This is an optimization exercise on Yosys and OpenROAD, whose aim is small area, not a production implementation. Only simulation tests tie the RTL to the original design; equivalence was not proved. No activity file was given, so power comes from the tool's default toggle rates.

==> flow/design.v <==
module banco_registradores_v2 #(
    parameter int                ADDR_W    = 5,
    parameter int                DATA_W    = 32,
    parameter int                ZERO_REG  = 0,
    parameter int                LINK_REG  = 30,
    parameter int                SP_IDX    = 28,
    parameter logic [DATA_W-1:0] SP_INIT   = DATA_W'(48),
    parameter int                GP_IDX    = 29,
    parameter logic [DATA_W-1:0] GP_INIT   = DATA_W'(49),
    parameter int                TRUE_IDX  = 31,
    parameter logic [DATA_W-1:0] TRUE_INIT = DATA_W'(1)
) (
    input  logic              clock,
    input  logic              reset_n,
    input  logic              write_en,
    input  logic [ADDR_W-1:0] write_reg,
    input  logic [DATA_W-1:0] data,
    input  logic [ADDR_W-1:0] read1,
    input  logic [ADDR_W-1:0] read2,
    input  logic              ctrl_d2,
    input  logic              ctrl_jal,
    input  logic              read_en,
    output logic [DATA_W-1:0] D1,
    output logic [DATA_W-1:0] D2,
    output logic [DATA_W-1:0] SWR,
    output logic              ready
);
    localparam int                DEPTH     = 1 << ADDR_W;
    localparam int                CNT_W     = ADDR_W + 1;
    localparam logic [CNT_W-1:0]  CNT_LAST  = CNT_W'(DEPTH - 1);
    localparam logic [ADDR_W-1:0] LINK_ADDR = ADDR_W'(LINK_REG);
    localparam logic [ADDR_W-1:0] SP_ADDR   = ADDR_W'(SP_IDX);
    localparam logic [ADDR_W-1:0] GP_ADDR   = ADDR_W'(GP_IDX);
    localparam logic [ADDR_W-1:0] TRUE_ADDR = ADDR_W'(TRUE_IDX);
    localparam bit                HAS_ZERO  = (ZERO_REG != 0);
    typedef enum logic {
        ST_INIT = 1'b0,
        ST_RUN  = 1'b1
    } state_t;
    state_t            state;
    logic [CNT_W-1:0]  cnt;
    logic [DATA_W-1:0] regs [DEPTH];
    logic [ADDR_W-1:0] init_addr;
    logic [ADDR_W-1:0] d1_addr;
    logic [ADDR_W-1:0] d2_addr;
    logic              wr_blocked;
    logic              wr_accept;
    logic [DATA_W-1:0] d1_next;
    logic [DATA_W-1:0] d2_next;
    logic [DATA_W-1:0] swr_next;
    function automatic [DATA_W-1:0] init_value(input [ADDR_W-1:0] idx);
        if (idx == SP_ADDR)        init_value = SP_INIT;
        else if (idx == GP_ADDR)   init_value = GP_INIT;
        else if (idx == TRUE_ADDR) init_value = TRUE_INIT;
        else                       init_value = '0;
    endfunction
    function automatic [DATA_W-1:0] read_value(
        input [ADDR_W-1:0] addr,
        input [DATA_W-1:0] stored,
        input              accept,
        input [ADDR_W-1:0] waddr,
        input [DATA_W-1:0] wdata
    );
        if (HAS_ZERO && (addr == '0))       read_value = '0;
        else if (accept && (addr == waddr)) read_value = wdata;
        else                                read_value = stored;
    endfunction
    assign init_addr = cnt[ADDR_W-1:0];
    always_comb begin
        d1_addr    = ctrl_jal ? LINK_ADDR : read1;
        d2_addr    = ctrl_d2 ? read2 : write_reg;
        wr_blocked = HAS_ZERO && (write_reg == '0);
        wr_accept  = (state == ST_RUN) && write_en && !wr_blocked;
        d1_next    = read_value(d1_addr, regs[d1_addr], wr_accept, write_reg, data);
        d2_next    = read_value(d2_addr, regs[d2_addr], wr_accept, write_reg, data);
        swr_next   = read_value(write_reg, regs[write_reg], wr_accept, write_reg, data);
    end
    always_ff @(posedge clock) begin
        if (state == ST_INIT) begin
            regs[init_addr] <= init_value(init_addr);
        end else if (wr_accept) begin
            regs[write_reg] <= data;
        end
    end
    always_ff @(posedge clock or negedge reset_n) begin
        if (!reset_n) begin
            state <= ST_INIT;
            cnt   <= '0;
            ready <= 1'b0;
            D1    <= '0;
            D2    <= '0;
            SWR   <= '0;
        end else begin
            case (state)
                ST_INIT: begin
                    cnt <= cnt + 1'b1;
                    if (cnt == CNT_LAST) begin
                        state <= ST_RUN;
                        ready <= 1'b1;
                    end
                end
                ST_RUN: begin
                    if (read_en) begin
                        D1  <= d1_next;
                        D2  <= d2_next;
                        SWR <= swr_next;
                    end
                end
                default: state <= ST_INIT;
            endcase
        end
    end
endmodule
==> flow/run.sh <==
#!/bin/bash
# synth_recipe.tcl (not shown) runs the flow's synth.tcl, then flattens the netlist and writes it again
# the make line also repeats each setting of config.mk as NAME=value (left out here)
make -C /OpenROAD-flow-scripts/flow DESIGN_CONFIG=/design/flow/config.mk WORK_HOME=/design/flow/orfs CLKGATE_MAP_FILE= SYNTH_SCRIPT=/design/flow/synth_recipe.tcl finish
==> flow/config.mk <==
export PLATFORM = sky130hd
export DESIGN_NAME = banco_registradores_v2
export DESIGN_NICKNAME = banco_registradores_v2
export VERILOG_FILES = /design/flow/design.v
export SDC_FILE = /design/flow/constraint.sdc
export NUM_CORES = 4
export LEC_CHECK = 0
export CAP_MARGIN = 20
export CORE_MARGIN = 2
export CORE_UTILIZATION = 30
export PLACE_DENSITY = 0.5
export SLEW_MARGIN = 20
==> flow/constraint.sdc <==
create_clock -name core_clock -period 5.0 [get_ports {clock}]
set_input_delay 1.0000 -clock core_clock [delete_from_list [all_inputs] [get_ports {clock}]]
set_output_delay 1.0000 -clock core_clock [all_outputs]
set_load 0.01 [all_outputs]
==> run_results.csv <==
group,metric,value,unit
logic_synthesis,synth_edf_count,1024,
global_route,met1_usage,0.339,
cts,cts_tree,"yes",
logic_synthesis,synth_top_area_frac,0.493,
critical_path,r2r_cells,9,
logic_synthesis,synth_most_common_cell,"edfxtp_1",
critical_path,r2r_end,"D2[7]$_DFFE_PN0P_",
die,die_y,460,um
logic_synthesis,netlist_instances,4459,
route,vias_per_cell,6.38,
cts,hold_buffers,0,
sta,tns,0,ns
power_and_ir_drop,p_per_area,327,mW/mm2
die,coreArea,0.207,mm2
global_route,use_met2,0.387,
placed_design,portBuffers,149,
sta,min_period_over_period,0.778,
placed_design,placed_area,0.0685,mm2
cts,clkSinkCount,1128,
worst_hold_path,hold_path_class,"in2async",
route,wl_per_cell,37.3,um
logic_synthesis,synth.yosys.seq_area_share,0.535,
critical_path,crit_path_end_kind,"register",
critical_path,reg2reg_from,"state$_DFF_PN0_",
sta,final_max_slew_viol_count,0,
sta,finalCriticalPeriod,3.89,ns
power_and_ir_drop,ir_drop,0.000283,V
global_route,grt_pass1_vias,45700,
critical_path,crit_path_start_kind,"primary input",
die,start_util,0.302,
sta,rsz0062_at_grt,"no",
global_route,antenna_found_initial,8,
finish,fill_cells,19800,
global_route,grt_usage,0.256,
finish,drive_above_1_share,0.250,
cts,cts-buffers-inserted,121,
logic_synthesis,netlist_area,0.0624,mm2
route,drt_iter0_markers,7327,
route,drt_first_pass_iters,9,
critical_path,worstPathRequired,5.59,ns
route,drc_errors,0,
critical_path,arrival,4.49,ns
logic_synthesis,syn_avg_cell_area,14.0,um2
logic_synthesis,yosysWarnings,1,
logic_synthesis,yosys.area.top_type,"edfxtp_1",
finish,final_cell_area,0.0728,mm2
route,wirelength,276000,um
sta,relSlewSlack,0.133,
logic_synthesis,syn-num-nets,4516,
sta,hold_viol_final,0,
run,maxCapViolCount,0,
power_and_ir_drop,power.total,0.0238,W
critical_path,critPathKind,"in2reg",
finish,syn2layout_area_growth,16.7,%
die,rows,167,
die,dieArea,0.212,mm2
logic_synthesis,ys_seq_elements,1128,
cts,clkSlewWorstSetupHoldPaths,0.07,ns
placed_design,dp_hpwl,168000,um
die,ios,150,
critical_path,r2r_slack,1.51,ns
logic_synthesis,ys_top_cells_by_count,"edfxtp_1, nand2_1, mux4_2",
global_route,grt_pass1_wl,380000,um
global_route,grt_use_met3,0.0614,
global_route,grt_start_max_net_pins,76,
critical_path,crit_fanout,28,
cts,post_cts_buffers,0,
placed_design,gp_congestion,0.901,
sta,worst_hold_slack,0.194,ns
finish,final_nets,4662,
logic_synthesis,synthArstFlopShare,0.0922,
route,ant_nets,0,
logic_synthesis,synth_cell_types,77,
logic_synthesis,ys.flop_type,"edfxtp_1",
cts,cts_root_buf,"clkbuf_16",
power_and_ir_drop,p_leak,24.8,nW
global_route,grt-busiest-layer,"met2",
critical_path,cpMostUsedCell,"buf_4",
sta,fmax,257,MHz
logic_synthesis,yosys-top-cells-area,"edfxtp_1, mux4_2, dfrtp_1",
cts,clock_latency,0.80,ns
cts,h-tree-depth,3,
cts,clockBufferDepth,3,
global_route,overflow,0,
critical_path,max_stage_delay,0.64,ns
critical_path,crit_chain,"buf_2 -> buf_4 -> inv_1 -> a221o_1 -> a21oi_1 -> or3_1 -> or2_2 -> buf_4 -> mux2i_1 -> o21ai_0",
sta,worstMarginPinSlew,1.30,ns
sta,skew,0.0479,ns
die,die_w,460,um
cts,cts_resized,0,
critical_path,slowest_stage,"or2_2",
route,vias,47300,
sta,setup_violations,0,
outcome,status,"no timing/DRC/antenna violations",
## cell type report
| cell class | count | area (um2) | area share |
|---|---|---|---|
| inverter | 19 | 71.3 | 0.000980 |
| antenna | 4 | 10.0 | 0.000138 |
| tap | 2704 | 3380 | 0.0465 |
| timing repair buffer | 431 | 4300 | 0.0591 |
| multi-input combinational | 2904 | 27400 | 0.377 |
| clock buffer | 157 | 3340 | 0.0459 |
| sequential | 1128 | 33400 | 0.458 |
| clock inverter | 71 | 895 | 0.0123 |
## registers in the layout, indices dropped and copies added, names as in the netlist
register	count
SWR	32
state	1
ready	1
regs	1024
cnt	6
D2	32
D1	32
## per-stage QoR
stage | worst slack, ns | util | instances
2_1_floorplan | 0.931 | - | 4459
3_3_place_gp | 0.518 | 0.331 | 7183
3_5_place_dp | 0.464 | 0.331 | 7185
4_1_cts | 1.27 | 0.352 | 7413
5_1_grt | 1.05 | 0.352 | 7415
6_report | 1.11 | 0.352 | 7418
## cells in the final DEF, fill, tap and decap left out, types with 24 or more instances in the layout
cell and instances:
edfxtp_1 1024, nand2_1 692, mux4_2 585, buf_4 229, mux2i_1 214, nand3_1 190
a21oi_1 140, clkdlybuf4s50_1 137, a211oi_1 126, clkbuf_16 125, dfrtp_1 103, o21ai_0 103
and3_1 83, nor2_1 75, nor2b_1 61, o22ai_1 60, a31oi_1 54, buf_12 53
a311oi_1 50, a22oi_1 48, a32oi_1 43, nor2_4 35, nand2b_1 34, o311ai_0 34
o211ai_1 25, mux2_2 24
## cells by family after synthesis
logic type | count (synthesis) | synth area share
mux | 832 | 0.252
simple gates | 1245 | 0.0891
fa+ha+maj | 4 | 0.000802
compound gates | 808 | 0.0890
buf+inv | 427 | 0.0326
xor+xnor | 15 | 0.00211
flops | 1128 | 0.535
## where the power goes
part | leakage [nW] | switching, W | internal, W
logic | 11.1 | 0.00212 | 0.00126
clock network | 2.03 | 0.00408 | 0.00572
registers | 11.7 | 0.000172 | 0.0104
## worst max path at each step
stage	cells past startpoint	to	startpoint
after floorplan	8	regs[24][0]$_DFFE_PP_	write_reg[2]
after global placement	10	D2[7]$_DFFE_PN0P_	ctrl_d2
after detailed placement	10	D2[7]$_DFFE_PN0P_	ctrl_d2
after CTS	10	D2[7]$_DFFE_PN0P_	ctrl_d2
after global routing	10	D2[7]$_DFFE_PN0P_	ctrl_d2
final	10	D2[7]$_DFFE_PN0P_	ctrl_d2
## critical path, delay by kind of cell
kind / cells / cell delay [ns]
muxes: 1 / 0.22
and+or+nand+nor: 2 / 0.84
buffers and inverters: 4 / 1.71
AOI/OAI and AO/OA: 3 / 0.65
## per-layer routing
| layer | up-vias | part of all wire |
|---|---|---|
| li1 | 18300 | - |
| met1 | 24700 | 0.38 |
| met2 | 3583 | 0.44 |
| met3 | 689 | 0.11 |
| met4 | 2 | 0.060 |
| met5 | - | 0.000062 |

## what the ideal ports hide
How much do the figures lean on ideal ports? The routed layout below was timed once more, with nothing changed but the port constraints.
Step 1 (the two cells are an assumption about what drives the block):
set clk [get_ports {clock}]
set_driving_cell -lib_cell sky130_fd_sc_hd__clkbuf_16 $clk
set_driving_cell -lib_cell sky130_fd_sc_hd__buf_2 [delete_from_list [all_inputs] $clk]
Step 2 moves the port delays by t, midway between the first and last clock arrival at a register: inputs arrive t later, outputs are due t later. That takes back most of the time a late clock gives input paths.
a / b / c = no drivers / after step 1 / after step 2; a / b = the first two.
t (ns): 0.863
slack for setup (ns): 1.108 / 1.165 / 0.302
latest minus earliest clock arrival (ns): 0.048 / 0.049
After both steps this run still meets setup and hold. For this run, drivers alone change the setup slack by +0.057 ns; drivers and shift together by -0.806 ns.
